Source: an optimization exercise on an open RTL-to-GDS flow (aim: small area). Production flows keep margins and buffers that such runs may drop.
Function was checked by simulation only, so behaviour that the tests miss may differ from the original.

==> flow/design.v, too long to show whole: its modules and the start of the top module <==
// module mac_round_sat: 28 lines
// module mac_fa: 7 lines
// module mac_ha: 7 lines
// module mac_cpa: 261 lines
// module mac_nch_acc: 986 lines
module mac_nch_acc #(
    parameter int DW     = 18,
    parameter int CW     = 28,
    parameter int NCH    = 4,
    parameter int GUARD  = 2,
    parameter int OSHIFT = 24,
    parameter int OW     = 20
) (
    input  logic                         clk,
    input  logic                         rst,
    input  logic                         iv,
    input  logic [DW-1:0]                din,
    input  logic [CW-1:0]                cin,
    input  logic [((NCH <= 1) ? 1 : $clog2(NCH))-1:0]     ch,
    input  logic                         first,
    input  logic                         last,
    output logic [OW-1:0]                dout,
    output logic [((NCH <= 1) ? 1 : $clog2(NCH))-1:0]     och,
    output logic                         ov,
    output logic                         ovf
);
  // ...
==> flow/flow/run.sh <==
#!/bin/bash
# Layout flow: the standard flow (standard.sh, with the standard synthesis
# unchanged) with
#  - plain buf_1 port buffers instead of the default delay-cell port buffers,
#  - clock tree synthesis without dummy loads, with clkbuf_4 buffers and
#    clusters of at most 10 sinks within 40 um,
#  - timing-driven global placement that does not keep its resizer changes
#    (repair_design and repair_timing after placement and CTS still run).
# Each make run's full output goes to its own log file in this folder; ORFS's
# per-step logs are under orfs/logs/.
set -euo pipefail
bash standard.sh synth > flow_synth.log 2>&1
bash standard.sh \
    "BUFFER_PORTS_ARGS=-buffer_cell sky130_fd_sc_hd__buf_1" \
    "CTS_ARGS=-sink_clustering_enable -repair_clock_nets -dont_use_dummy_load -buf_list sky130_fd_sc_hd__clkbuf_4 -sink_clustering_size 10 -sink_clustering_max_diameter 40" \
    GPL_KEEP_OVERFLOW=0 \
    finish > flow_layout.log 2>&1
==> flow/standard.sh <==
#!/bin/bash
# synth_recipe.tcl (not shown) runs the flow's synth.tcl, then flattens the netlist and writes it again
# the make line also repeats each setting of config.mk as NAME=value (left out here)
make -C /OpenROAD-flow-scripts/flow DESIGN_CONFIG=/design/flow/config.mk WORK_HOME=/design/flow/orfs CLKGATE_MAP_FILE= SYNTH_SCRIPT=/design/flow/synth_recipe.tcl "${@:-finish}"
==> flow/config.mk <==
export PLATFORM = sky130hd
export DESIGN_NAME = mac_nch_acc
export DESIGN_NICKNAME = mac_nch_acc
export VERILOG_FILES = /design/flow/design.v
export SDC_FILE = /design/flow/constraint.sdc
export NUM_CORES = 4
export LEC_CHECK = 0
export CAP_MARGIN = 20
export CORE_MARGIN = 2
export CORE_UTILIZATION = 60
export SLEW_MARGIN = 20
export SYNTH_HIERARCHICAL = 1
export SYNTH_MINIMUM_KEEP_SIZE = 0
==> flow/constraint.sdc <==
create_clock -name core_clock -period 7.5 [get_ports {clk}]
set_input_delay 1.5000 -clock core_clock [delete_from_list [all_inputs] [get_ports {clk}]]
set_output_delay 1.5000 -clock core_clock [all_outputs]
set_load 0.01 [all_outputs]
==> flow_summary.json, run 1 <==
{
  "hold_class": "flop to flop",
  "status": "finished clean",
  "dpl_cell_area_um2": 23300,
  "synth_edf_count": 192,
  "final_util_pct": 64.2,
  "cp_slowest_cell": "dfxtp_2",
  "grt_util_met2_pct": 45.3,
  "die_x_um": 200,
  "layout_min_cycle_time_ps": 7320,
  "r2r_slack_ps": 180,
  "seq_area_frac_synth_pct": 40.5,
  "cts_tree": "done",
  "yosysMostFrequentCell": "nor2_1",
  "antenna_found_initial": 1,
  "setup_slack_ps": 181,
  "clock-root-buffer": "clkbuf_4",
  "syn-mean-instance-area_um2": 12.0,
  "tap_cells": 511,
  "drv_cap": 0,
  "finalSetupViolCount": 0,
  "dpl_worst_slack_ps": -1220,
  "areaGrowthSynthToFinish_pct": 5.20,
  "relSlewSlack_pct": 24.3,
  "crit_path_max_incr_delay_ps": 780,
  "async_reset_ff_share_pct": 8.86,
  "synthXorXnorAreaFrac_pct": 1.07,
  "postLayoutCellArea_um2": 24200,
  "min_path_cells": 0,
  "final_common_cell": "nor2_1",
  "synth.distinct_cells": 64,
  "antenna_cells": 1,
  "synth.top_cell.area_share_pct": 25.1,
  "synth_top_cell_by_area": "edfxtp_1",
  "end_kind": "flop",
  "synth_commonest_cells": "262 x nor2_1, 257 x fa_1, 199 x a221oi_1, 192 x edfxtp_1, 137 x dfxtp_1",
  "core_area_um2": 37700,
  "grt_pass1_wl_mm": 92.3,
  "arrival_ps": 7980,
  "layout_common_cells": "260 x nor2_1, 246 x fa_1, 197 x a221oi_1",
  "synth_area_um2": 23000
}
==> module mac_nch_acc, before the edit <==
module mac_nch_acc #(
    parameter int DW     = 18,
    parameter int CW     = 28,
    parameter int NCH    = 4,
    parameter int GUARD  = 2,
    parameter int OSHIFT = 24,
    parameter int OW     = 20
) (
    input  logic                         clk,
    input  logic                         rst,
    input  logic                         iv,
    input  logic [DW-1:0]                din,
    input  logic [CW-1:0]                cin,
    input  logic [((NCH <= 1) ? 1 : $clog2(NCH))-1:0]     ch,
    input  logic                         first,
    input  logic                         last,
    output logic [OW-1:0]                dout,
    output logic [((NCH <= 1) ? 1 : $clog2(NCH))-1:0]     och,
    output logic                         ov,
    output logic                         ovf
);
    localparam int AW = DW + CW + GUARD;    
    localparam int NR = DW / 2;             
    localparam int HW = AW - OSHIFT;        
    logic              v1, f1, l1;
    logic [1:0]        ch1;
    logic [3:0]        rd1;              
    logic [NR-1:0]     one, two, m1;
    logic              m2t;              
    logic [CW-1:0]     c1;
    logic [NR-1:0]     rone, rtwo, rm1;
    logic              rm2t;
    always_comb begin
        logic cy, s0, s1;
        cy = 1'b0;
        for (int i = 0; i < NR - 1; i++) begin
            s0 = din[2*i] ^ cy;
            s1 = din[2*i+1] ^ (din[2*i] & cy);
            cy = din[2*i+1] & (din[2*i] | cy);
            rone[i] = ~s1 & s0;
            rtwo[i] = s1 & ~s0;
            rm1[i]  = s1 & s0;
        end
        rone[NR-1] = ~din[DW-1] & (din[DW-2] ^ cy);
        rtwo[NR-1] = ~din[DW-1] & din[DW-2] & cy;
        rm1[NR-1]  = din[DW-1] & (din[DW-2] ^ cy);
        rm2t       = din[DW-1] & ~din[DW-2] & ~cy;
    end
    always_ff @(posedge clk or posedge rst) begin
        if (rst) v1 <= 1'b0;
        else     v1 <= iv;
    end
    always_ff @(posedge clk) begin
        rd1 <= rdsel;
        f1  <= first;
        l1  <= last;
        ch1 <= ch;
        one <= rone;
        two <= rtwo;
        m1  <= rm1;
        m2t <= rm2t;
        c1  <= cin;
    end
    logic [AW-1:0] acc0, acc1, acc2, acc3;
    logic [3:0]    z, znext, rdsel;
    logic [AW-1:0] arow, sum;
    always_comb begin
        znext = z;
        if (v1) znext[ch1] = 1'b0;
        for (int c = 0; c < 4; c++)
            rdsel[c] = (ch == 2'(c)) & ~first & ~znext[c];
    end
    assign arow = ~(({AW{rd1[0]}} & ~acc0) | ({AW{rd1[1]}} & ~acc1) |
                    ({AW{rd1[2]}} & ~acc2) | ({AW{rd1[3]}} & ~acc3));
    logic [NR-1:0]    m2, ppt, neg;
    logic [NR*CW-1:0] pp;
    assign m2 = {m2t, {(NR-1){1'b0}}};
    always_comb begin
        for (int i = 0; i < NR; i++) begin
            for (int j = 0; j < CW; j++)
                pp[i*CW+j] = ~((one[i] & c1[j]) | (m1[i] & ~c1[j]) |
                               (two[i] & ((j == 0) ? 1'b0 : c1[j-1])) |
                               (m2[i] & ((j == 0) ? 1'b1 : ~c1[j-1])));
            ppt[i] = ((one[i] | two[i]) & c1[CW-1]) | ((m1[i] | m2[i]) & ~c1[CW-1]);
            neg[i] = ~(m1[i] | m2[i]);
        end
    end
    logic [AW-1:0] ta, tb;
    logic s1;
    logic c2;
    logic s3;
    logic c4;
    logic s5;
    logic c6;
    logic s7;
    logic c8;
    logic s9;
    logic c10;
    logic s11;
    logic c12;
    logic s13;
    logic c14;
    logic s15;
    logic c16;
    logic s17;
    logic c18;
    logic s19;
    logic c20;
    logic s21;
    logic c22;
    logic s23;
    logic c24;
    logic s25;
    logic c26;
    logic s27;
    logic c28;
    logic s29;
    logic c30;
    logic s31;
    logic c32;
    logic s33;
    logic c34;
    logic s35;
    logic c36;
    logic s37;
    logic c38;
    logic s39;
    logic c40;
    logic s41;
    logic c42;
    logic s43;
    logic c44;
    logic s45;
    logic c46;
    logic s47;
    logic c48;
    logic s49;
    logic c50;
    logic s51;
    logic c52;
    logic s53;
    logic c54;
    logic s55;
    logic c56;
    logic s57;
    logic c58;
    logic s59;
    logic c60;
    logic s61;
    logic c62;
    logic s63;
    logic c64;
    logic s65;
    logic c66;
    logic s67;
    logic c68;
    logic s69;
    logic c70;
    logic s71;
    logic c72;
    logic s73;
    logic c74;
    logic s75;
    logic c76;
    logic s77;
    logic c78;
    logic s79;
    logic c80;
    logic s81;
    logic c82;
    logic s83;
    logic c84;
    logic s85;
    logic c86;
    logic s87;
    logic c88;
    logic s89;
    logic c90;
    logic s91;
    logic c92;
    logic s93;
    logic c94;
    logic s95;
    logic c96;
    logic s97;
    logic c98;
    logic s99;
    logic c100;
    logic s101;
    logic c102;
    logic s103;
    logic c104;
    logic s105;
    logic c106;
    logic s107;
    logic c108;
    logic s109;
    logic c110;
    logic s111;
    logic c112;
    logic s113;
    logic c114;
    logic s115;
    logic c116;
    logic s117;
    logic c118;
    logic s119;
    logic c120;
    logic s121;
    logic c122;
    logic s123;
    logic c124;
    logic s125;
    logic c126;
    logic s127;
    logic c128;
    logic s129;
    logic c130;
    logic s131;
    logic c132;
    logic s133;
    logic c134;
    logic s135;
    logic c136;
    logic s137;
    logic c138;
    logic s139;
    logic c140;
    logic s141;
    logic c142;
    logic s143;
    logic c144;
    logic s145;
    logic c146;
    logic s147;
    logic c148;
    logic s149;
    logic c150;
    logic s151;
    logic c152;
    logic s153;
    logic c154;
    logic s155;
    logic c156;
    logic s157;
    logic c158;
    logic s159;
    logic c160;
    logic s161;
    logic c162;
    logic s163;
    logic c164;
    logic s165;
    logic c166;
    logic s167;
    logic c168;
    logic s169;
    logic c170;
    logic s171;
    logic c172;
    logic s173;
    logic c174;
    logic s175;
    logic c176;
    logic s177;
    logic c178;
    logic s179;
    logic c180;
    logic s181;
    logic c182;
    logic s183;
    logic c184;
    logic s185;
    logic c186;
    logic s187;
    logic c188;
    logic s189;
    logic c190;
    logic s191;
    logic c192;
    logic s193;
    logic c194;
    logic s195;
    logic c196;
    logic s197;
    logic c198;
    logic s199;
    logic c200;
    logic s201;
    logic c202;
    logic s203;
    logic c204;
    logic s205;
    logic c206;
    logic s207;
    logic c208;
    logic s209;
    logic c210;
    logic s211;
    logic c212;
    logic s213;
    logic c214;
    logic s215;
    logic c216;
    logic s217;
    logic c218;
    logic s219;
    logic c220;
    logic s221;
    logic c222;
    logic s223;
    logic c224;
    logic s225;
    logic c226;
    logic s227;
    logic c228;
    logic s229;
    logic c230;
    logic s231;
    logic c232;
    logic s233;
    logic c234;
    logic s235;
    logic c236;
    logic s237;
    logic c238;
    logic s239;
    logic c240;
    logic s241;
    logic c242;
    logic s243;
    logic c244;
    logic s245;
    logic c246;
    logic s247;
    logic c248;
    logic s249;
    logic c250;
    logic s251;
    logic c252;
    logic s253;
    logic c254;
    logic s255;
    logic c256;
    logic s257;
    logic c258;
    logic s259;
    logic c260;
    logic s261;
    logic c262;
    logic s263;
    logic c264;
    logic s265;
    logic c266;
    logic s267;
    logic c268;
    logic s269;
    logic c270;
    logic s271;
    logic c272;
    logic s273;
    logic c274;
    logic s275;
    logic c276;
    logic s277;
    logic c278;
    logic s279;
    logic c280;
    logic s281;
    logic c282;
    logic s283;
    logic c284;
    logic s285;
    logic c286;
    logic s287;
    logic c288;
    logic s289;
    logic c290;
    logic s291;
    logic c292;
    logic s293;
    logic c294;
    logic s295;
    logic c296;
    logic s297;
    logic c298;
    logic s299;
    logic c300;
    logic s301;
    logic c302;
    logic s303;
    logic c304;
    logic s305;
    logic c306;
    logic s307;
    logic c308;
    logic s309;
    logic c310;
    logic s311;
    logic c312;
    logic s313;
    logic c314;
    logic s315;
    logic c316;
    logic s317;
    logic c318;
    logic s319;
    logic c320;
    logic s321;
    logic c322;
    logic s323;
    logic c324;
    logic s325;
    logic c326;
    logic s327;
    logic c328;
    logic s329;
    logic c330;
    logic s331;
    logic c332;
    logic s333;
    logic c334;
    logic s335;
    logic c336;
    logic s337;
    logic c338;
    logic s339;
    logic c340;
    logic s341;
    logic c342;
    logic s343;
    logic c344;
    logic s345;
    logic c346;
    logic s347;
    logic c348;
    logic s349;
    logic c350;
    logic s351;
    logic c352;
    logic s353;
    logic c354;
    logic s355;
    logic c356;
    logic s357;
    logic c358;
    logic s359;
    logic c360;
    logic s361;
    logic c362;
    logic s363;
    logic c364;
    logic s365;
    logic c366;
    logic s367;
    logic c368;
    logic s369;
    logic c370;
    logic s371;
    logic c372;
    logic s373;
    logic c374;
    logic s375;
    logic c376;
    logic s377;
    logic c378;
    logic s379;
    logic c380;
    logic s381;
    logic c382;
    logic s383;
    logic c384;
    logic s385;
    logic c386;
    logic s387;
    logic c388;
    logic s389;
    logic c390;
    logic s391;
    logic c392;
    logic s393;
    logic c394;
    logic s395;
    logic c396;
    logic s397;
    logic c398;
    logic s399;
    logic c400;
    logic s401;
    logic c402;
    logic s403;
    logic c404;
    logic s405;
    logic c406;
    logic s407;
    logic c408;
    logic s409;
    logic c410;
    logic s411;
    logic c412;
    logic s413;
    logic c414;
    logic s415;
    logic c416;
    logic s417;
    logic c418;
    logic s419;
    logic c420;
    logic s421;
    logic c422;
    logic s423;
    logic c424;
    logic s425;
    logic c426;
    logic s427;
    logic c428;
    logic s429;
    logic c430;
    logic s431;
    logic c432;
    logic s433;
    logic c434;
    logic s435;
    logic c436;
    logic s437;
    logic c438;
    logic s439;
    logic c440;
    logic s441;
    logic c442;
    logic s443;
    logic c444;
    logic s445;
    logic c446;
    logic s447;
    logic c448;
    logic s449;
    logic c450;
    logic s451;
    logic c452;
    logic s453;
    logic c454;
    logic s455;
    logic c456;
    logic s457;
    logic c458;
    logic s459;
    logic c460;
    logic s461;
    logic c462;
    logic s463;
    logic c464;
    logic s465;
    logic c466;
    logic s467;
    logic c468;
    logic s469;
    logic c470;
    logic s471;
    logic c472;
    logic s473;
    logic c474;
    logic s475;
    logic c476;
    logic s477;
    logic c478;
    logic s479;
    logic c480;
    logic s481;
    logic c482;
    logic s483;
    logic c484;
    logic s485;
    logic c486;
    logic s487;
    logic c488;
    logic s489;
    logic c490;
    logic s491;
    logic c492;
    logic s493;
    logic c494;
    logic s495;
    logic c496;
    logic s497;
    logic c498;
    logic s499;
    logic c500;
    logic s501;
    logic c502;
    logic s503;
    logic c504;
    logic s505;
    logic c506;
    logic s507;
    logic c508;
    logic s509;
    logic c510;
    logic s511;
    logic c512;
    logic s513;
    logic c514;
    logic s515;
    logic c516;
    logic s517;
    logic c518;
    logic s519;
    logic c520;
    logic s521;
    logic c522;
    logic s523;
    logic c524;
    logic s525;
    logic c526;
    logic s527;
    logic c528;
    logic s529;
    logic c530;
    logic s531;
    logic c532;
    logic s533;
    logic c534;
    logic s535;
    logic c536;
    logic s537;
    logic c538;
    logic s539;
    logic c540;
    logic s541;
    logic c542;
    logic s543;
    logic c544;
    mac_ha u_s1 (.a(neg[7]), .b(pp[14]), .s(s1), .co(c2));
    mac_ha u_s3 (.a(pp[15]), .b(pp[41]), .s(s3), .co(c4));
    mac_fa u_s5 (.a(neg[8]), .b(pp[16]), .c(pp[42]), .s(s5), .co(c6));
    mac_ha u_s7 (.a(pp[68]), .b(pp[94]), .s(s7), .co(c8));
    mac_fa u_s9 (.a(pp[17]), .b(pp[43]), .c(pp[69]), .s(s9), .co(c10));
    mac_ha u_s11 (.a(pp[95]), .b(pp[121]), .s(s11), .co(c12));
    mac_fa u_s13 (.a(pp[18]), .b(pp[44]), .c(pp[70]), .s(s13), .co(c14));
    mac_ha u_s15 (.a(pp[96]), .b(pp[122]), .s(s15), .co(c16));
    mac_fa u_s17 (.a(pp[19]), .b(pp[45]), .c(pp[71]), .s(s17), .co(c18));
    mac_ha u_s19 (.a(pp[97]), .b(pp[123]), .s(s19), .co(c20));
    mac_fa u_s21 (.a(pp[20]), .b(pp[46]), .c(pp[72]), .s(s21), .co(c22));
    mac_ha u_s23 (.a(pp[98]), .b(pp[124]), .s(s23), .co(c24));
    mac_fa u_s25 (.a(pp[21]), .b(pp[47]), .c(pp[73]), .s(s25), .co(c26));
    mac_ha u_s27 (.a(pp[99]), .b(pp[125]), .s(s27), .co(c28));
    mac_fa u_s29 (.a(pp[22]), .b(pp[48]), .c(pp[74]), .s(s29), .co(c30));
    mac_ha u_s31 (.a(pp[100]), .b(pp[126]), .s(s31), .co(c32));
    mac_fa u_s33 (.a(pp[23]), .b(pp[49]), .c(pp[75]), .s(s33), .co(c34));
    mac_ha u_s35 (.a(pp[101]), .b(pp[127]), .s(s35), .co(c36));
    mac_fa u_s37 (.a(pp[24]), .b(pp[50]), .c(pp[76]), .s(s37), .co(c38));
    mac_ha u_s39 (.a(pp[102]), .b(pp[128]), .s(s39), .co(c40));
    mac_fa u_s41 (.a(pp[25]), .b(pp[51]), .c(pp[77]), .s(s41), .co(c42));
    mac_ha u_s43 (.a(pp[103]), .b(pp[129]), .s(s43), .co(c44));
    mac_fa u_s45 (.a(pp[26]), .b(pp[52]), .c(pp[78]), .s(s45), .co(c46));
    mac_ha u_s47 (.a(pp[104]), .b(pp[130]), .s(s47), .co(c48));
    mac_fa u_s49 (.a(pp[27]), .b(pp[53]), .c(pp[79]), .s(s49), .co(c50));
    mac_ha u_s51 (.a(pp[105]), .b(pp[131]), .s(s51), .co(c52));
    assign s53 = ~(ppt[0] ^ pp[54]);
    assign c54 = ppt[0] | pp[54];
    mac_fa u_s55 (.a(pp[80]), .b(pp[106]), .c(pp[132]), .s(s55), .co(c56));
    assign s57 = ~(pp[55] ^ pp[81]);
    assign c58 = pp[55] | pp[81];
    mac_ha u_s59 (.a(pp[107]), .b(pp[133]), .s(s59), .co(c60));
    mac_fa u_s61 (.a(ppt[1]), .b(pp[82]), .c(pp[108]), .s(s61), .co(c62));
    assign s63 = ~pp[83];
    assign c64 = pp[83];
    mac_ha u_s65 (.a(neg[4]), .b(pp[8]), .s(s65), .co(c66));
    mac_ha u_s67 (.a(pp[9]), .b(pp[35]), .s(s67), .co(c68));
    mac_fa u_s69 (.a(neg[5]), .b(pp[10]), .c(pp[36]), .s(s69), .co(c70));
    mac_ha u_s71 (.a(pp[62]), .b(pp[88]), .s(s71), .co(c72));
    mac_fa u_s73 (.a(pp[11]), .b(pp[37]), .c(pp[63]), .s(s73), .co(c74));
    mac_ha u_s75 (.a(pp[89]), .b(pp[115]), .s(s75), .co(c76));
    mac_fa u_s77 (.a(neg[6]), .b(pp[12]), .c(pp[38]), .s(s77), .co(c78));
    mac_fa u_s79 (.a(pp[64]), .b(pp[90]), .c(pp[116]), .s(s79), .co(c80));
    mac_ha u_s81 (.a(pp[142]), .b(pp[168]), .s(s81), .co(c82));
    mac_fa u_s83 (.a(pp[13]), .b(pp[39]), .c(pp[65]), .s(s83), .co(c84));
    mac_fa u_s85 (.a(pp[91]), .b(pp[117]), .c(pp[143]), .s(s85), .co(c86));
    mac_ha u_s87 (.a(pp[169]), .b(arow[13]), .s(s87), .co(c88));
    mac_fa u_s89 (.a(pp[40]), .b(pp[66]), .c(pp[92]), .s(s89), .co(c90));
    mac_fa u_s91 (.a(pp[118]), .b(pp[144]), .c(pp[170]), .s(s91), .co(c92));
    mac_fa u_s93 (.a(pp[196]), .b(arow[14]), .c(s1), .s(s93), .co(c94));
    mac_fa u_s95 (.a(pp[67]), .b(pp[93]), .c(pp[119]), .s(s95), .co(c96));
    mac_fa u_s97 (.a(pp[145]), .b(pp[171]), .c(pp[197]), .s(s97), .co(c98));
    mac_fa u_s99 (.a(arow[15]), .b(c2), .c(s3), .s(s99), .co(c100));
    mac_fa u_s101 (.a(pp[120]), .b(pp[146]), .c(pp[172]), .s(s101), .co(c102));
    mac_fa u_s103 (.a(pp[198]), .b(pp[224]), .c(arow[16]), .s(s103), .co(c104));
    mac_fa u_s105 (.a(c4), .b(s5), .c(s7), .s(s105), .co(c106));
    mac_fa u_s107 (.a(pp[147]), .b(pp[173]), .c(pp[199]), .s(s107), .co(c108));
    mac_fa u_s109 (.a(pp[225]), .b(arow[17]), .c(c6), .s(s109), .co(c110));
    mac_fa u_s111 (.a(c8), .b(s9), .c(s11), .s(s111), .co(c112));
    mac_fa u_s113 (.a(pp[148]), .b(pp[174]), .c(pp[200]), .s(s113), .co(c114));
    mac_fa u_s115 (.a(pp[226]), .b(arow[18]), .c(c10), .s(s115), .co(c116));
    mac_fa u_s117 (.a(c12), .b(s13), .c(s15), .s(s117), .co(c118));
    mac_fa u_s119 (.a(pp[149]), .b(pp[175]), .c(pp[201]), .s(s119), .co(c120));
    mac_fa u_s121 (.a(pp[227]), .b(arow[19]), .c(c14), .s(s121), .co(c122));
    mac_fa u_s123 (.a(c16), .b(s17), .c(s19), .s(s123), .co(c124));
    mac_fa u_s125 (.a(pp[150]), .b(pp[176]), .c(pp[202]), .s(s125), .co(c126));
    mac_fa u_s127 (.a(pp[228]), .b(arow[20]), .c(c18), .s(s127), .co(c128));
    mac_fa u_s129 (.a(c20), .b(s21), .c(s23), .s(s129), .co(c130));
    mac_fa u_s131 (.a(pp[151]), .b(pp[177]), .c(pp[203]), .s(s131), .co(c132));
    mac_fa u_s133 (.a(pp[229]), .b(arow[21]), .c(c22), .s(s133), .co(c134));
    mac_fa u_s135 (.a(c24), .b(s25), .c(s27), .s(s135), .co(c136));
    mac_fa u_s137 (.a(pp[152]), .b(pp[178]), .c(pp[204]), .s(s137), .co(c138));
    mac_fa u_s139 (.a(pp[230]), .b(arow[22]), .c(c26), .s(s139), .co(c140));
    mac_fa u_s141 (.a(c28), .b(s29), .c(s31), .s(s141), .co(c142));
    mac_fa u_s143 (.a(pp[153]), .b(pp[179]), .c(pp[205]), .s(s143), .co(c144));
    mac_fa u_s145 (.a(pp[231]), .b(arow[23]), .c(c30), .s(s145), .co(c146));
    mac_fa u_s147 (.a(c32), .b(s33), .c(s35), .s(s147), .co(c148));
    mac_fa u_s149 (.a(pp[154]), .b(pp[180]), .c(pp[206]), .s(s149), .co(c150));
    mac_fa u_s151 (.a(pp[232]), .b(arow[24]), .c(c34), .s(s151), .co(c152));
    mac_fa u_s153 (.a(c36), .b(s37), .c(s39), .s(s153), .co(c154));
    mac_fa u_s155 (.a(pp[155]), .b(pp[181]), .c(pp[207]), .s(s155), .co(c156));
    mac_fa u_s157 (.a(pp[233]), .b(arow[25]), .c(c38), .s(s157), .co(c158));
    mac_fa u_s159 (.a(c40), .b(s41), .c(s43), .s(s159), .co(c160));
    mac_fa u_s161 (.a(pp[156]), .b(pp[182]), .c(pp[208]), .s(s161), .co(c162));
    mac_fa u_s163 (.a(pp[234]), .b(arow[26]), .c(c42), .s(s163), .co(c164));
    mac_fa u_s165 (.a(c44), .b(s45), .c(s47), .s(s165), .co(c166));
    mac_fa u_s167 (.a(pp[157]), .b(pp[183]), .c(pp[209]), .s(s167), .co(c168));
    mac_fa u_s169 (.a(pp[235]), .b(arow[27]), .c(c46), .s(s169), .co(c170));
    mac_fa u_s171 (.a(c48), .b(s49), .c(s51), .s(s171), .co(c172));
    mac_fa u_s173 (.a(pp[158]), .b(pp[184]), .c(pp[210]), .s(s173), .co(c174));
    mac_fa u_s175 (.a(pp[236]), .b(arow[28]), .c(c50), .s(s175), .co(c176));
    mac_fa u_s177 (.a(c52), .b(s53), .c(s55), .s(s177), .co(c178));
    mac_fa u_s179 (.a(pp[159]), .b(pp[185]), .c(pp[211]), .s(s179), .co(c180));
    mac_fa u_s181 (.a(pp[237]), .b(arow[29]), .c(c54), .s(s181), .co(c182));
    mac_fa u_s183 (.a(c56), .b(s57), .c(s59), .s(s183), .co(c184));
    mac_fa u_s185 (.a(pp[134]), .b(pp[160]), .c(pp[186]), .s(s185), .co(c186));
    mac_fa u_s187 (.a(pp[212]), .b(pp[238]), .c(arow[30]), .s(s187), .co(c188));
    mac_fa u_s189 (.a(c58), .b(c60), .c(s61), .s(s189), .co(c190));
    mac_fa u_s191 (.a(pp[109]), .b(pp[135]), .c(pp[161]), .s(s191), .co(c192));
    mac_fa u_s193 (.a(pp[187]), .b(pp[213]), .c(pp[239]), .s(s193), .co(c194));
    mac_fa u_s195 (.a(arow[31]), .b(c62), .c(s63), .s(s195), .co(c196));
    mac_fa u_s197 (.a(ppt[2]), .b(pp[110]), .c(pp[136]), .s(s197), .co(c198));
    mac_fa u_s199 (.a(pp[162]), .b(pp[188]), .c(pp[214]), .s(s199), .co(c200));
    mac_fa u_s201 (.a(pp[240]), .b(arow[32]), .c(c64), .s(s201), .co(c202));
    assign s203 = ~(pp[111] ^ pp[137]);
    assign c204 = pp[111] | pp[137];
    mac_fa u_s205 (.a(pp[163]), .b(pp[189]), .c(pp[215]), .s(s205), .co(c206));
    mac_ha u_s207 (.a(pp[241]), .b(arow[33]), .s(s207), .co(c208));
    mac_fa u_s209 (.a(ppt[3]), .b(pp[138]), .c(pp[164]), .s(s209), .co(c210));
    mac_fa u_s211 (.a(pp[190]), .b(pp[216]), .c(pp[242]), .s(s211), .co(c212));
    assign s213 = ~(pp[139] ^ pp[165]);
    assign c214 = pp[139] | pp[165];
    mac_ha u_s215 (.a(pp[191]), .b(pp[217]), .s(s215), .co(c216));
    mac_fa u_s217 (.a(ppt[4]), .b(pp[166]), .c(pp[192]), .s(s217), .co(c218));
    assign s219 = ~pp[167];
    assign c220 = pp[167];
    mac_ha u_s221 (.a(neg[2]), .b(pp[4]), .s(s221), .co(c222));
    mac_ha u_s223 (.a(pp[5]), .b(pp[31]), .s(s223), .co(c224));
    mac_fa u_s225 (.a(neg[3]), .b(pp[6]), .c(pp[32]), .s(s225), .co(c226));
    mac_ha u_s227 (.a(pp[58]), .b(pp[84]), .s(s227), .co(c228));
    mac_fa u_s229 (.a(pp[7]), .b(pp[33]), .c(pp[59]), .s(s229), .co(c230));
    mac_ha u_s231 (.a(pp[85]), .b(arow[7]), .s(s231), .co(c232));
    mac_fa u_s233 (.a(pp[34]), .b(pp[60]), .c(pp[86]), .s(s233), .co(c234));
    mac_fa u_s235 (.a(pp[112]), .b(arow[8]), .c(s65), .s(s235), .co(c236));
    mac_fa u_s237 (.a(pp[61]), .b(pp[87]), .c(pp[113]), .s(s237), .co(c238));
    mac_fa u_s239 (.a(arow[9]), .b(c66), .c(s67), .s(s239), .co(c240));
    mac_fa u_s241 (.a(pp[114]), .b(pp[140]), .c(arow[10]), .s(s241), .co(c242));
    mac_fa u_s243 (.a(c68), .b(s69), .c(s71), .s(s243), .co(c244));
    mac_fa u_s245 (.a(pp[141]), .b(arow[11]), .c(c70), .s(s245), .co(c246));
    mac_fa u_s247 (.a(c72), .b(s73), .c(s75), .s(s247), .co(c248));
    mac_fa u_s249 (.a(arow[12]), .b(c74), .c(c76), .s(s249), .co(c250));
    mac_fa u_s251 (.a(s77), .b(s79), .c(s81), .s(s251), .co(c252));
    mac_fa u_s253 (.a(c78), .b(c80), .c(c82), .s(s253), .co(c254));
    mac_fa u_s255 (.a(s83), .b(s85), .c(s87), .s(s255), .co(c256));
    mac_fa u_s257 (.a(c84), .b(c86), .c(s89), .s(s257), .co(c258));
    mac_fa u_s259 (.a(s91), .b(c88), .c(s93), .s(s259), .co(c260));
    mac_fa u_s261 (.a(c90), .b(c92), .c(s95), .s(s261), .co(c262));
    mac_fa u_s263 (.a(s97), .b(c94), .c(s99), .s(s263), .co(c264));
    mac_fa u_s265 (.a(c96), .b(c98), .c(s101), .s(s265), .co(c266));
    mac_fa u_s267 (.a(s103), .b(c100), .c(s105), .s(s267), .co(c268));
    mac_fa u_s269 (.a(c102), .b(s107), .c(c104), .s(s269), .co(c270));
    mac_fa u_s271 (.a(s109), .b(c106), .c(s111), .s(s271), .co(c272));
    mac_fa u_s273 (.a(c108), .b(s113), .c(c110), .s(s273), .co(c274));
    mac_fa u_s275 (.a(s115), .b(c112), .c(s117), .s(s275), .co(c276));
    mac_fa u_s277 (.a(c114), .b(s119), .c(c116), .s(s277), .co(c278));
    mac_fa u_s279 (.a(s121), .b(c118), .c(s123), .s(s279), .co(c280));
    mac_fa u_s281 (.a(c120), .b(s125), .c(c122), .s(s281), .co(c282));
    mac_fa u_s283 (.a(s127), .b(c124), .c(s129), .s(s283), .co(c284));
    mac_fa u_s285 (.a(c126), .b(s131), .c(c128), .s(s285), .co(c286));
    mac_fa u_s287 (.a(s133), .b(c130), .c(s135), .s(s287), .co(c288));
    mac_fa u_s289 (.a(c132), .b(s137), .c(c134), .s(s289), .co(c290));
    mac_fa u_s291 (.a(s139), .b(c136), .c(s141), .s(s291), .co(c292));
    mac_fa u_s293 (.a(c138), .b(s143), .c(c140), .s(s293), .co(c294));
    mac_fa u_s295 (.a(s145), .b(c142), .c(s147), .s(s295), .co(c296));
    mac_fa u_s297 (.a(c144), .b(s149), .c(c146), .s(s297), .co(c298));
    mac_fa u_s299 (.a(s151), .b(c148), .c(s153), .s(s299), .co(c300));
    mac_fa u_s301 (.a(c150), .b(s155), .c(c152), .s(s301), .co(c302));
    mac_fa u_s303 (.a(s157), .b(c154), .c(s159), .s(s303), .co(c304));
    mac_fa u_s305 (.a(c156), .b(s161), .c(c158), .s(s305), .co(c306));
    mac_fa u_s307 (.a(s163), .b(c160), .c(s165), .s(s307), .co(c308));
    mac_fa u_s309 (.a(c162), .b(s167), .c(c164), .s(s309), .co(c310));
    mac_fa u_s311 (.a(s169), .b(c166), .c(s171), .s(s311), .co(c312));
    mac_fa u_s313 (.a(c168), .b(s173), .c(c170), .s(s313), .co(c314));
    mac_fa u_s315 (.a(s175), .b(c172), .c(s177), .s(s315), .co(c316));
    mac_fa u_s317 (.a(c174), .b(s179), .c(c176), .s(s317), .co(c318));
    mac_fa u_s319 (.a(s181), .b(c178), .c(s183), .s(s319), .co(c320));
    mac_fa u_s321 (.a(c180), .b(s185), .c(s187), .s(s321), .co(c322));
    mac_fa u_s323 (.a(c182), .b(c184), .c(s189), .s(s323), .co(c324));
    mac_fa u_s325 (.a(c186), .b(s191), .c(s193), .s(s325), .co(c326));
    mac_fa u_s327 (.a(c188), .b(c190), .c(s195), .s(s327), .co(c328));
    mac_fa u_s329 (.a(c192), .b(c194), .c(s197), .s(s329), .co(c330));
    mac_fa u_s331 (.a(s199), .b(s201), .c(c196), .s(s331), .co(c332));
    mac_fa u_s333 (.a(c198), .b(c200), .c(s203), .s(s333), .co(c334));
    mac_fa u_s335 (.a(s205), .b(s207), .c(c202), .s(s335), .co(c336));
    mac_fa u_s337 (.a(arow[34]), .b(c204), .c(c206), .s(s337), .co(c338));
    mac_fa u_s339 (.a(s209), .b(s211), .c(c208), .s(s339), .co(c340));
    mac_fa u_s341 (.a(pp[243]), .b(arow[35]), .c(c210), .s(s341), .co(c342));
    mac_fa u_s343 (.a(c212), .b(s213), .c(s215), .s(s343), .co(c344));
    mac_fa u_s345 (.a(pp[218]), .b(pp[244]), .c(arow[36]), .s(s345), .co(c346));
    mac_fa u_s347 (.a(c214), .b(c216), .c(s217), .s(s347), .co(c348));
    mac_fa u_s349 (.a(pp[193]), .b(pp[219]), .c(pp[245]), .s(s349), .co(c350));
    mac_fa u_s351 (.a(arow[37]), .b(c218), .c(s219), .s(s351), .co(c352));
    mac_fa u_s353 (.a(ppt[5]), .b(pp[194]), .c(pp[220]), .s(s353), .co(c354));
    mac_fa u_s355 (.a(pp[246]), .b(arow[38]), .c(c220), .s(s355), .co(c356));
    assign s357 = ~(pp[195] ^ pp[221]);
    assign c358 = pp[195] | pp[221];
    mac_ha u_s359 (.a(pp[247]), .b(arow[39]), .s(s359), .co(c360));
    mac_fa u_s361 (.a(ppt[6]), .b(pp[222]), .c(pp[248]), .s(s361), .co(c362));
    assign s363 = ~pp[223];
    assign c364 = pp[223];
    mac_ha u_s365 (.a(neg[1]), .b(pp[2]), .s(s365), .co(c366));
    mac_ha u_s367 (.a(pp[3]), .b(pp[29]), .s(s367), .co(c368));
    mac_fa u_s369 (.a(pp[30]), .b(pp[56]), .c(arow[4]), .s(s369), .co(c370));
    mac_fa u_s371 (.a(pp[57]), .b(arow[5]), .c(c222), .s(s371), .co(c372));
    mac_fa u_s373 (.a(arow[6]), .b(c224), .c(s225), .s(s373), .co(c374));
    mac_fa u_s375 (.a(c226), .b(c228), .c(s229), .s(s375), .co(c376));
    mac_fa u_s377 (.a(c230), .b(s233), .c(c232), .s(s377), .co(c378));
    mac_fa u_s379 (.a(c234), .b(s237), .c(c236), .s(s379), .co(c380));
    mac_fa u_s381 (.a(c238), .b(s241), .c(c240), .s(s381), .co(c382));
    mac_fa u_s383 (.a(c242), .b(s245), .c(c244), .s(s383), .co(c384));
    mac_fa u_s385 (.a(c246), .b(s249), .c(c248), .s(s385), .co(c386));
    mac_fa u_s387 (.a(c250), .b(s253), .c(c252), .s(s387), .co(c388));
    mac_fa u_s389 (.a(c254), .b(s257), .c(c256), .s(s389), .co(c390));
    mac_fa u_s391 (.a(c258), .b(s261), .c(c260), .s(s391), .co(c392));
    mac_fa u_s393 (.a(c262), .b(s265), .c(c264), .s(s393), .co(c394));
    mac_fa u_s395 (.a(c266), .b(s269), .c(c268), .s(s395), .co(c396));
    mac_fa u_s397 (.a(c270), .b(s273), .c(c272), .s(s397), .co(c398));
    mac_fa u_s399 (.a(c274), .b(s277), .c(c276), .s(s399), .co(c400));
    mac_fa u_s401 (.a(c278), .b(s281), .c(c280), .s(s401), .co(c402));
    mac_fa u_s403 (.a(c282), .b(s285), .c(c284), .s(s403), .co(c404));
    mac_fa u_s405 (.a(c286), .b(s289), .c(c288), .s(s405), .co(c406));
    mac_fa u_s407 (.a(c290), .b(s293), .c(c292), .s(s407), .co(c408));
    mac_fa u_s409 (.a(c294), .b(s297), .c(c296), .s(s409), .co(c410));
    mac_fa u_s411 (.a(c298), .b(s301), .c(c300), .s(s411), .co(c412));
    mac_fa u_s413 (.a(c302), .b(s305), .c(c304), .s(s413), .co(c414));
    mac_fa u_s415 (.a(c306), .b(s309), .c(c308), .s(s415), .co(c416));
    mac_fa u_s417 (.a(c310), .b(s313), .c(c312), .s(s417), .co(c418));
    mac_fa u_s419 (.a(c314), .b(s317), .c(c316), .s(s419), .co(c420));
    mac_fa u_s421 (.a(c318), .b(s321), .c(c320), .s(s421), .co(c422));
    mac_fa u_s423 (.a(s325), .b(c322), .c(c324), .s(s423), .co(c424));
    mac_fa u_s425 (.a(c326), .b(s329), .c(c328), .s(s425), .co(c426));
    mac_fa u_s427 (.a(c330), .b(s333), .c(c332), .s(s427), .co(c428));
    mac_fa u_s429 (.a(s337), .b(c334), .c(s339), .s(s429), .co(c430));
    mac_fa u_s431 (.a(c338), .b(s341), .c(s343), .s(s431), .co(c432));
    mac_fa u_s433 (.a(s345), .b(c342), .c(c344), .s(s433), .co(c434));
    mac_fa u_s435 (.a(s349), .b(c346), .c(c348), .s(s435), .co(c436));
    mac_fa u_s437 (.a(c350), .b(s353), .c(s355), .s(s437), .co(c438));
    mac_fa u_s439 (.a(c354), .b(s357), .c(s359), .s(s439), .co(c440));
    mac_fa u_s441 (.a(arow[40]), .b(c358), .c(s361), .s(s441), .co(c442));
    mac_fa u_s443 (.a(pp[249]), .b(arow[41]), .c(c362), .s(s443), .co(c444));
    mac_fa u_s445 (.a(ppt[7]), .b(pp[250]), .c(arow[42]), .s(s445), .co(c446));
    assign s447 = ~pp[251];
    assign c448 = pp[251];
    mac_ha u_s449 (.a(neg[0]), .b(pp[0]), .s(s449), .co(c450));
    mac_ha u_s451 (.a(pp[1]), .b(arow[1]), .s(s451), .co(c452));
    mac_fa u_s453 (.a(pp[28]), .b(arow[2]), .c(s365), .s(s453), .co(c454));
    mac_fa u_s455 (.a(arow[3]), .b(c366), .c(s367), .s(s455), .co(c456));
    mac_fa u_s457 (.a(c368), .b(s221), .c(s369), .s(s457), .co(c458));
    mac_fa u_s459 (.a(s223), .b(c370), .c(s371), .s(s459), .co(c460));
    mac_fa u_s461 (.a(s227), .b(c372), .c(s373), .s(s461), .co(c462));
    mac_fa u_s463 (.a(s231), .b(c374), .c(s375), .s(s463), .co(c464));
    mac_fa u_s465 (.a(c376), .b(s235), .c(s377), .s(s465), .co(c466));
    mac_fa u_s467 (.a(s239), .b(c378), .c(s379), .s(s467), .co(c468));
    mac_fa u_s469 (.a(s243), .b(c380), .c(s381), .s(s469), .co(c470));
    mac_fa u_s471 (.a(s247), .b(c382), .c(s383), .s(s471), .co(c472));
    mac_fa u_s473 (.a(s251), .b(c384), .c(s385), .s(s473), .co(c474));
    mac_fa u_s475 (.a(s255), .b(c386), .c(s387), .s(s475), .co(c476));
    mac_fa u_s477 (.a(c388), .b(s259), .c(s389), .s(s477), .co(c478));
    mac_fa u_s479 (.a(s263), .b(c390), .c(s391), .s(s479), .co(c480));
    mac_fa u_s481 (.a(s267), .b(c392), .c(s393), .s(s481), .co(c482));
    mac_fa u_s483 (.a(s271), .b(c394), .c(s395), .s(s483), .co(c484));
    mac_fa u_s485 (.a(s275), .b(c396), .c(s397), .s(s485), .co(c486));
    mac_fa u_s487 (.a(s279), .b(c398), .c(s399), .s(s487), .co(c488));
    mac_fa u_s489 (.a(s283), .b(c400), .c(s401), .s(s489), .co(c490));
    mac_fa u_s491 (.a(s287), .b(c402), .c(s403), .s(s491), .co(c492));
    mac_fa u_s493 (.a(s291), .b(c404), .c(s405), .s(s493), .co(c494));
    mac_fa u_s495 (.a(s295), .b(c406), .c(s407), .s(s495), .co(c496));
    mac_fa u_s497 (.a(s299), .b(c408), .c(s409), .s(s497), .co(c498));
    mac_fa u_s499 (.a(s303), .b(c410), .c(s411), .s(s499), .co(c500));
    mac_fa u_s501 (.a(s307), .b(c412), .c(s413), .s(s501), .co(c502));
    mac_fa u_s503 (.a(s311), .b(c414), .c(s415), .s(s503), .co(c504));
    mac_fa u_s505 (.a(s315), .b(c416), .c(s417), .s(s505), .co(c506));
    mac_fa u_s507 (.a(s319), .b(c418), .c(s419), .s(s507), .co(c508));
    mac_fa u_s509 (.a(s323), .b(c420), .c(s421), .s(s509), .co(c510));
    mac_fa u_s511 (.a(s327), .b(c422), .c(s423), .s(s511), .co(c512));
    mac_fa u_s513 (.a(s331), .b(c424), .c(s425), .s(s513), .co(c514));
    mac_fa u_s515 (.a(s335), .b(c426), .c(s427), .s(s515), .co(c516));
    mac_fa u_s517 (.a(c336), .b(s429), .c(c428), .s(s517), .co(c518));
    mac_fa u_s519 (.a(c340), .b(s431), .c(c430), .s(s519), .co(c520));
    mac_fa u_s521 (.a(s347), .b(c432), .c(s433), .s(s521), .co(c522));
    mac_fa u_s523 (.a(s351), .b(c434), .c(s435), .s(s523), .co(c524));
    mac_fa u_s525 (.a(c352), .b(c436), .c(s437), .s(s525), .co(c526));
    mac_fa u_s527 (.a(c356), .b(s439), .c(c438), .s(s527), .co(c528));
    mac_fa u_s529 (.a(c360), .b(s441), .c(c440), .s(s529), .co(c530));
    mac_fa u_s531 (.a(s363), .b(s443), .c(c442), .s(s531), .co(c532));
    mac_fa u_s533 (.a(c364), .b(s445), .c(c444), .s(s533), .co(c534));
    mac_fa u_s535 (.a(arow[43]), .b(s447), .c(c446), .s(s535), .co(c536));
    mac_fa u_s537 (.a(ppt[8]), .b(arow[44]), .c(c448), .s(s537), .co(c538));
    assign s539 = ~arow[45];
    assign c540 = arow[45];
    assign s541 = ~arow[46];
    assign c542 = arow[46];
    assign s543 = ~arow[47];
    assign c544 = arow[47];
    assign ta = {c542, c540, c538, c536, c534, c532, c530, c528, c526, c524, c522, c520, c518, c516, c514, c512, c510, c508, c506, c504, c502, c500, c498, c496, c494, c492, c490, c488, c486, c484, c482, c480, c478, c476, c474, c472, c470, c468, c466, c464, c462, c460, c458, c456, c454, c452, c450, s449};
    assign tb = {s543, s541, s539, s537, s535, s533, s531, s529, s527, s525, s523, s521, s519, s517, s515, s513, s511, s509, s507, s505, s503, s501, s499, s497, s495, s493, s491, s489, s487, s485, s483, s481, s479, s477, s475, s473, s471, s469, s467, s465, s463, s461, s459, s457, s455, s453, s451, arow[0]};
    mac_cpa u_cpa (.a(ta), .b(tb), .s(sum));
    always_ff @(posedge clk) begin
        if (v1 && ch1 == 2'd0) acc0 <= sum;
        if (v1 && ch1 == 2'd1) acc1 <= sum;
        if (v1 && ch1 == 2'd2) acc2 <= sum;
        if (v1 && ch1 == 2'd3) acc3 <= sum;
    end
    always_ff @(posedge clk or posedge rst) begin
        if (rst) z <= 4'hf;
        else     z <= znext;
    end
    logic          v2;
    logic [1:0]    ch2;
    logic [HW-1:0] h2;
    logic          b2, o2;
    always_ff @(posedge clk or posedge rst) begin
        if (rst) v2 <= 1'b0;
        else     v2 <= v1 & l1;
    end
    always_ff @(posedge clk) begin
        ch2 <= ch1;
        h2  <= sum[AW-1:OSHIFT];
        b2  <= sum[OSHIFT-1];
        o2  <= &sum[OSHIFT-2:0];
    end
    logic [OW-1:0] rs_dout;
    logic          rs_ovf;
    mac_round_sat #(.HW(HW), .OW(OW)) u_round_sat (
        .hin   (h2),
        .halfn (b2),
        .restn (o2),
        .dout (rs_dout),
        .ovf  (rs_ovf)
    );
    logic          v3, v4;
    logic [1:0]    ch3, ch4;
    logic [OW:0]   r3, r4;
    always_ff @(posedge clk or posedge rst) begin
        if (rst) begin
            v3 <= 1'b0;
            v4 <= 1'b0;
        end else begin
            v3 <= v2;
            v4 <= v3;
        end
    end
    always_ff @(posedge clk) begin
        ch3 <= ch2;
        r3  <= {rs_ovf, rs_dout};
        ch4 <= ch3;
        r4  <= r3;
    end
    always_ff @(posedge clk or posedge rst) begin
        if (rst) begin
            dout <= '0;
            och  <= '0;
            ovf  <= 1'b0;
            ov   <= 1'b0;
        end else begin
            ov <= v4;
            if (v4) begin
                dout <= r4[OW-1:0];
                ovf  <= r4[OW];
                och  <= ch4;
            end
        end
    end
endmodule
==> inputs of run 2 (changes only) <==
--- a/flow/design.v
+++ b/flow/design.v
@@ -40,6 +40,12 @@
     assign s  = a ^ b;
     assign co = a & b;
 endmodule
+module mac_pps (
+    input  logic a1, a2, b1, b2, c1, c2,
+    output logic y
+);
+    assign y = ~((a1 & a2) | (b1 & b2) | (c1 & c2));
+endmodule
 module mac_cpa (input logic [47:0] a, b, output logic [47:0] s);
   logic [10:0] rc;
   assign rc[0] = 1'b0;
@@ -377,14 +383,26 @@
                     ({AW{rd1[2]}} & ~acc2) | ({AW{rd1[3]}} & ~acc3));
     logic [NR-1:0]    m2, ppt, neg;
     logic [NR*CW-1:0] pp;
-    assign m2 = {m2t, {(NR-1){1'b0}}};
+    logic [CW-1:0]    c1n;
+    assign m2  = {m2t, {(NR-1){1'b0}}};
+    assign c1n = ~c1;
+    for (genvar i = 0; i < NR - 1; i++) begin : g_row
+        for (genvar j = 1; j < CW; j++) begin : g_bit
+            mac_pps u_pps (.a1(one[i]), .a2(c1[j]), .b1(two[i]), .b2(c1[j-1]),
+                           .c1(m1[i]), .c2(c1n[j]), .y(pp[i*CW+j]));
+        end
+    end
     always_comb begin
         for (int i = 0; i < NR; i++) begin
-            for (int j = 0; j < CW; j++)
-                pp[i*CW+j] = ~((one[i] & c1[j]) | (m1[i] & ~c1[j]) |
-                               (two[i] & ((j == 0) ? 1'b0 : c1[j-1])) |
-                               (m2[i] & ((j == 0) ? 1'b1 : ~c1[j-1])));
-            ppt[i] = ((one[i] | two[i]) & c1[CW-1]) | ((m1[i] | m2[i]) & ~c1[CW-1]);
+            if (i == NR - 1) begin
+                for (int j = 0; j < CW; j++)
+                    pp[i*CW+j] = ~((one[i] & c1[j]) | (m1[i] & c1n[j]) |
+                                   (two[i] & ((j == 0) ? 1'b0 : c1[j-1])) |
+                                   (m2[i] & ((j == 0) ? 1'b1 : c1n[j-1])));
+            end else begin
+                pp[i*CW] = ~((one[i] & c1[0]) | (m1[i] & c1n[0]));
+            end
+            ppt[i] = ((one[i] | two[i]) & c1[CW-1]) | ((m1[i] | m2[i]) & c1n[CW-1]);
             neg[i] = ~(m1[i] | m2[i]);
         end
     end
==> flow/flow/run.sh (replaced) <==
#!/bin/bash
# Layout flow: the standard flow (standard.sh, with the standard synthesis
# unchanged) with
#  - plain buf_1 port buffers instead of the default delay-cell port buffers,
#  - clock tree synthesis without dummy loads, with clkbuf_4 buffers and
#    clusters of at most 10 sinks within 40 um.
# Each make run's full output goes to its own log file in this folder; ORFS's
# per-step logs are under orfs/logs/.
set -euo pipefail
bash standard.sh synth > flow_synth.log 2>&1
bash standard.sh \
    "BUFFER_PORTS_ARGS=-buffer_cell sky130_fd_sc_hd__buf_1" \
    "CTS_ARGS=-sink_clustering_enable -repair_clock_nets -dont_use_dummy_load -buf_list sky130_fd_sc_hd__clkbuf_4 -sink_clustering_size 10 -sink_clustering_max_diameter 40" \
    finish > flow_layout.log 2>&1
==> run 2 against run 1 <==
Sequential share of layout area is 0.42 points higher; critical path type unchanged; flip-flop and latch count stayed put; synthesized cell count decreased by 17%; cell count decreased by 5.9%; hold slack better by 20 ps; global-route usage grew 1.9 points; critical endpoint is now acc2[44]; register-to-register slack worse by 50 ps; maximum frequency shrank 0.61%.
==> flow_summary.json, run 2 <==
{
  "drive_above_1_share_pct": 13.4,
  "cp_slowest_cell": "fa_2",
  "grt_pass1_wl_mm": 94.9,
  "placementRows": 69,
  "antenna_found_initial": 4,
  "synth_ff_type": "edfxtp_1",
  "layout_min_cycle_time_ps": 7360,
  "period_share_pct": 98.2,
  "gr-usage-all-layers_pct": 33.2,
  "vias": 15800,
  "path_delay_family": "adder cells",
  "timing.fmax_mhz": 136,
  "relSlewSlack_pct": 30.3,
  "setup_slack_ps": 136,
  "hpwl_mm": 43.9,
  "synthTopCellsByArea": "edfxtp_1 26%, fa_1 24%, dfxtp_1 13%, a222oi_1 9.9%, ha_1 6.1%",
  "hold-worst-slack_ps": 301,
  "die_x_um": 195,
  "rsz0062_at_grt": "true",
  "synth.top_cell.area_share_pct": 26.5,
  "grt_pass1_vias": 15600,
  "crit_type": "flop to flop",
  "hold_class": "flop to flop",
  "synth_area_um2": 21800,
  "ctsLongestPathBuffers": 3,
  "syn-mean-instance-area_um2": 13.7,
  "areaGrowthSynthToFinish_pct": 9.17,
  "die_h_um": 195,
  "clock-root-buffer": "clkbuf_4",
  "hold_violations": 0,
  "drv_cap": 0,
  "cp_max_fo": 5,
  "layout.nets": 2205,
  "finalMaxSlewViolations": 0,
  "cts_sinks": 361,
  "numCtsBuffers": 49,
  "yosysMostFrequentCell": "fa_1",
  "arrival_ps": 7850,
  "synth_top_cell_by_area": "edfxtp_1",
  "worstMarginPinSlew_ps": 1040,
  "worstSkewPairLatency_ps": 830,
  "gp_congestion": 0.959,
  "pin_count": 77,
  "crit_path_max_incr_delay_ps": 400,
  "ant_nets": 0,
  "skew_ps": 135,
  "port_buffers": 76,
  "synthesis.nets": 2010,
  "hold_buffers": 0,
  "drtIter0Drc": 3856,
  "via_per_inst": 7.01,
  "synth_commonest_cells": "257 x fa_1, 216 x a222oi_1, 192 x edfxtp_1, 137 x dfxtp_1, 115 x inv_1",
  "status": "finished clean",
  "finalSetupViolCount": 0,
  "dr.pass1.iters": 17,
  "htreeDepth": 2,
  "async_reset_ff_share_pct": 8.86,
  "layout_common_cells": "243 x fa_1, 216 x a222oi_1, 192 x edfxtp_1",
  "startpoint_type": "flop",
  "dpl_worst_slack_ps": -400,
  "drt_wl_total_mm": 60.8,
  "path_clk_slew_ps": 100,
  "cts_tree": "done",
  "cp.required_ps": 7990,
  "grt_max_degree": 50,
  "seq_area_frac_synth_pct": 42.8,
  "syn_inst": 1593,
  "overflow": 0,
  "synth.distinct_cells": 68,
  "wl_per_cell_um": 27.0,
  "final_common_cell": "fa_1",
  "core_area_um2": 35700,
  "end_kind": "flop",
  "synth_edf_count": 192,
  "yosysWarnings": 7,
  "path_cells": "mux2i_1, ha_1, fa_2, fa_2, fa_2, fa_2, fa_2, fa_2, fa_2, fa_2, fa_2, fa_2, fa_2, a21oi_2, nand4b_1, a31oi_2, a2111o_1, a31o_4, a21bo_4, buf_6, a211o_1, fa_2, xor2_4",
  "cts_setup_buffers": 0,
  "dieArea_um2": 37800,
  "crit_buf_inv": 1,
  "crit_top_cell": "fa_2",
  "initial_core_util_pct": 61.1,
  "drc_errors": 0,
  "ys_ff_latch": 361
}
==> run 2: area by class of cell <==
| cell class | count | area (um2) |
|---|---|---|
| inverter | 118 | 443 |
| timing repair buffer | 182 | 1100 |
| fill | 2701 | 11900 |
| sequential | 361 | 9330 |
| multi-input combinational | 1076 | 12000 |
| clock buffer | 49 | 368 |
| tap | 461 | 577 |
| antenna | 2 | 5.00 |
==> run 2: modules after synthesis, one instance, submodules excluded, excerpt <==
module / cell area (um2) / times used / cells
mac_ha: 12.5 / 52 / 1
mac_pps: 10.0 / 216 / 1
mac_fa: 20.0 / 238 / 1
mac_cpa: 1570 / 1 / 170
mac_nch_acc: 12300 / 1 / 863
==> run 2: final timing paths <==
path	end	cells past startpoint	from	slack (ps)
setup / recovery	acc2[44]	23	c1[0]	140
hold / removal	r4[6]	0	r3[6]	300
setup reg to reg	acc2[44]	23	c1[0]	140
hold reg to reg	r4[6]	0	r3[6]	300
max in group asynchronous	z[1]	3	rst	6380
min in group asynchronous	dout[1]	3	rst	770
==> run 2: worst reg2reg max path: cells and delay by family (launching register included) <==
kind	cells	cell delay [ps]
XOR/XNOR	1	210
AO/OA/AOI/OAI	6	1450
AND/OR/NAND/NOR	1	190
flip-flops	1	350
buffers and inverters	1	110
adder cells (fa/ha/maj)	13	4600
multiplexers	1	190
==> run 2: metal layers <==
metal	up-vias	global-route usage [%]	share of wire, %
met5	-	0	0.021
met4	2	10.3	3.2
met3	159	8.52	13
met2	1132	47.0	42
met1	7798	50.4	43
li1	6682	-	-
==> run 2: what timing repair did <==
| item | 4_1_cts | 5_1_grt |
|---|---|---|
| cloned | 0 | 0 |
| endpoints found under the setup margin | 79 | 53 |
| gates resized for setup | 15 | 9 |
| pin swaps | 4 | 3 |
==> run 2: cells by family after synthesis <==
logic type / share of synthesized area (%)
buf+inv: 2.86
flops: 42.8
compound gates: 17.3
mux: 1.60
fa+ha+maj: 29.8
simple gates: 4.57
xor+xnor: 1.13
other cells: 0.0172
==> run 2: stage by stage <==
step           setup TNS [ps]  instance area (um2)  std cells  utilization (%)
2_1_floorplan               0                21800       1593                -
3_3_place_gp            -4330                23300       2198             65.4
3_5_place_dp           -12600                23300       2198             65.4
4_1_cts                     0                23700       2247             66.5
5_1_grt                  -373                23800       2249             66.7
6_report                    0                23800       2249             66.7
==> inputs of run 3 (changes only) <==
--- a/flow/config.mk
+++ b/flow/config.mk
@@ -7,7 +7,7 @@
 export LEC_CHECK = 0
 export CAP_MARGIN = 20
 export CORE_MARGIN = 2
-export CORE_UTILIZATION = 60
+export CORE_UTILIZATION = 50
 export SLEW_MARGIN = 20
 export SYNTH_HIERARCHICAL = 1
 export SYNTH_MINIMUM_KEEP_SIZE = 0
==> run 3 against run 2 <==
Global-route usage down 4.5 points; critical path depth unchanged; wire length up 4.5%; flip-flop and latch count unchanged; via count up 0.16%; die area up 20%; clock skew down 24 ps; worst setup slack worse by 13 ps; area after synthesis unchanged; critical endpoint unchanged; largest cell class unchanged.
==> flow_summary.json, run 3 <==
{
  "overflow": 0,
  "grt_pass1_vias": 15900,
  "skew_ps": 111,
  "grt_pass1_wl_mm": 96.4,
  "ctsLongestPathBuffers": 3,
  "place_inst": 2328,
  "die_h_um": 213,
  "syn_inst": 1593,
  "path_clk_slew_ps": 100,
  "cts_tree": "done",
  "ys_ff_latch": 361,
  "dpl_worst_slack_ps": -420,
  "relSlewSlack_pct": 25.9,
  "areaGrowthSynthToFinish_pct": 10.2,
  "startpoint_type": "flop",
  "seq_area_um2": 9330,
  "hpwl_mm": 46.5,
  "drive_above_1_share_pct": 14.2,
  "end_kind": "flop",
  "dieArea_um2": 45200,
  "core_area_um2": 43100,
  "synth_edf_count": 192,
  "pin_count": 77,
  "antenna_found_initial": 2,
  "synth_commonest_cells": "257 x fa_1, 216 x a222oi_1, 192 x edfxtp_1, 137 x dfxtp_1, 115 x inv_1",
  "timing.fmax_mhz": 136,
  "cp.required_ps": 7980,
  "port_buffers": 76,
  "synth.distinct_cells": 68,
  "arrival_ps": 7860,
  "clock-root-buffer": "clkbuf_4",
  "crit_type": "flop to flop",
  "grtUsageMet1_pct": 41.2,
  "synth_area_um2": 21800,
  "worstMarginPinSlew_ps": 1110,
  "worstSkewPairLatency_ps": 800,
  "dr.pass1.iters": 13,
  "cp_max_fo": 5,
  "r2r_slack_ps": 120,
  "globalRouteMet3Util_pct": 6.74,
  "synth_ff_type": "edfxtp_1",
  "syn-mean-instance-area_um2": 13.7,
  "final_common_cell": "fa_1",
  "rsz0062_at_grt": "true",
  "hold-worst-slack_ps": 302,
  "layout_min_cycle_time_ps": 7380,
  "gp_congestion": 0.945,
  "synthTopCellsByArea": "edfxtp_1 26%, fa_1 24%, dfxtp_1 13%, a222oi_1 9.9%, ha_1 6.1%",
  "wl_per_cell_um": 26.6,
  "drv_cap": 0,
  "layout_common_cells": "243 x fa_1, 216 x a222oi_1, 192 x edfxtp_1",
  "cts_sinks": 361,
  "grt_busiest_layer": "met2",
  "yosysWarnings": 7,
  "grt_util_met2_pct": 43.2,
  "seq_area_frac_synth_pct": 42.8,
  "async_reset_ff_share_pct": 8.86,
  "ant_nets": 0,
  "grt_max_degree": 50,
  "placementRows": 76,
  "initial_core_util_pct": 50.6,
  "nFillCells": 3603,
  "multiInputGateArea_um2": 12000,
  "finalSetupViolCount": 0,
  "synthesis.nets": 2010,
  "fin_cells": 2385,
  "die_x_um": 213,
  "yosysMostFrequentCell": "fa_1",
  "via_per_inst": 6.62,
  "numCtsBuffers": 51,
  "status": "finished clean",
  "hold_class": "flop to flop",
  "drtIter0Drc": 3014,
  "htreeDepth": 2,
  "hold_buffers": 0,
  "vias": 15800,
  "gr-usage-all-layers_pct": 28.7,
  "setup_slack_ps": 123,
  "drc_errors": 0,
  "drt_wl_total_mm": 63.5,
  "period_share_pct": 98.4,
  "synth.top_cell.area_share_pct": 26.5,
  "layout.nets": 2216,
  "finalMaxSlewViolations": 0,
  "hold_violations": 0,
  "synth_top_cell_by_area": "edfxtp_1"
}
## run 3: cell counts after synthesis
No cell type changed its count.
## run 3: layout make-up
class	count	share of cell area, %
tap	585	3.05
sequential	361	38.9
multi-input combinational	1076	49.8
antenna	3	0.0313
inverter	118	1.85
timing repair buffer	191	4.82
clock buffer	51	1.60
## run 3: final timing paths
kind	cells past startpoint	to	startpoint
min in group asynchronous	3	v3	rst
max reg2reg	23	acc2[44]	c1[0]
max	23	acc2[44]	c1[0]
max in group asynchronous	3	z[0]	rst
min	0	r4[7]	r3[7]
min reg2reg	0	r4[7]	r3[7]
## run 3: logic make-up after synthesis
group / Yosys count / synth area share (%)
flip-flops: 361 / 42.8
AO/OA/AOI/OAI: 454 / 17.3
AND/OR/NAND/NOR: 197 / 4.57
multiplexers: 32 / 1.60
XOR/XNOR: 28 / 1.13
buffers and inverters: 156 / 2.86
adder cells (fa/ha/maj): 364 / 29.8
other: 1 / 0.0172
## run 3: timing repair
item                       4_1_cts  5_1_grt
cloned                           0        0
setup endpoints to repair       76       63
gates resized for setup         15       11
buffers inserted                 1        1
pin swaps                        4        5
## run 3: routing by layer
layer,wire [um],up-vias
met1,27000,7952
met3,6530,172
met5,0,-
met4,2110,0
met2,27800,992
li1,-,6683
## run 3: stage by stage
step / cell area [um2] / utilization, % / TNS (ps)
6_report: 24000 / 55.7 / 0
5_1_grt: 24000 / 55.7 / -113
4_1_cts: 23900 / 55.6 / 0
3_5_place_dp: 23500 / 54.5 / -16890
3_3_place_gp: 23500 / 54.5 / -8720
2_1_floorplan: 21800 / - / 0
## run 3: worst max-delay path, cell delays in order, from the launching register on
cell and delay, ps:
dfxtp_4 350, mux2i_2 200, ha_1 280, fa_2 390
fa_2 340, fa_2 350, fa_2 360, fa_2 370
fa_2 360, fa_2 350, fa_2 340, fa_2 350
fa_2 350, fa_2 360, a21oi_2 180, nand4b_1 150
a31oi_1 100, a2111o_2 460, a31o_4 290, a21bo_2 210
buf_4 140, a211o_1 260, fa_2 360, xor2_2 210
## run 3: modules after synthesis (local to each module, per instance), a selection
module | area (um2) | times used | flops+latches | cells
mac_nch_acc | 12300 | 1 | 361 | 863
mac_cpa | 1570 | 1 | 0 | 170
mac_fa | 20.0 | 238 | 0 | 1
mac_ha | 12.5 | 52 | 0 | 1
mac_pps | 10.0 | 216 | 0 | 1

-- what the ideal ports hide --
How much do the figures lean on ideal ports? The routed layouts below were timed once more, with nothing changed but the port constraints.
Step 1 sets driving cells, clkbuf_16 on the clock port and buf_2 on the other inputs (assumed; they add their load-dependent delay and slew).
Step 2 also shifts input and output timing later by t, the mid clock arrival at the registers, as if the neighbouring blocks saw the same clock.
a / b / c = no drivers / after step 1 / after step 2; a / b = the first two.
| run | t (ns) | setup WS [ns] | worst setup path after step 2 | latest minus earliest clock arrival (ns) | slew at the worst register clock pin (ns) |
|---|---|---|---|---|---|
| run 1 | 0.794 | 0.181 / 0.181 / 0.181 | register to register | 0.117 / 0.117 | 0.11 / 0.11 |
| run 2 | 0.806 | 0.136 / 0.136 / 0.136 | register to register | 0.135 / 0.135 | 0.11 / 0.11 |
| run 3 | 0.798 | 0.123 / 0.123 / 0.123 | register to register | 0.111 / 0.111 | 0.11 / 0.11 |
After both steps setup and hold are still met in every run listed.
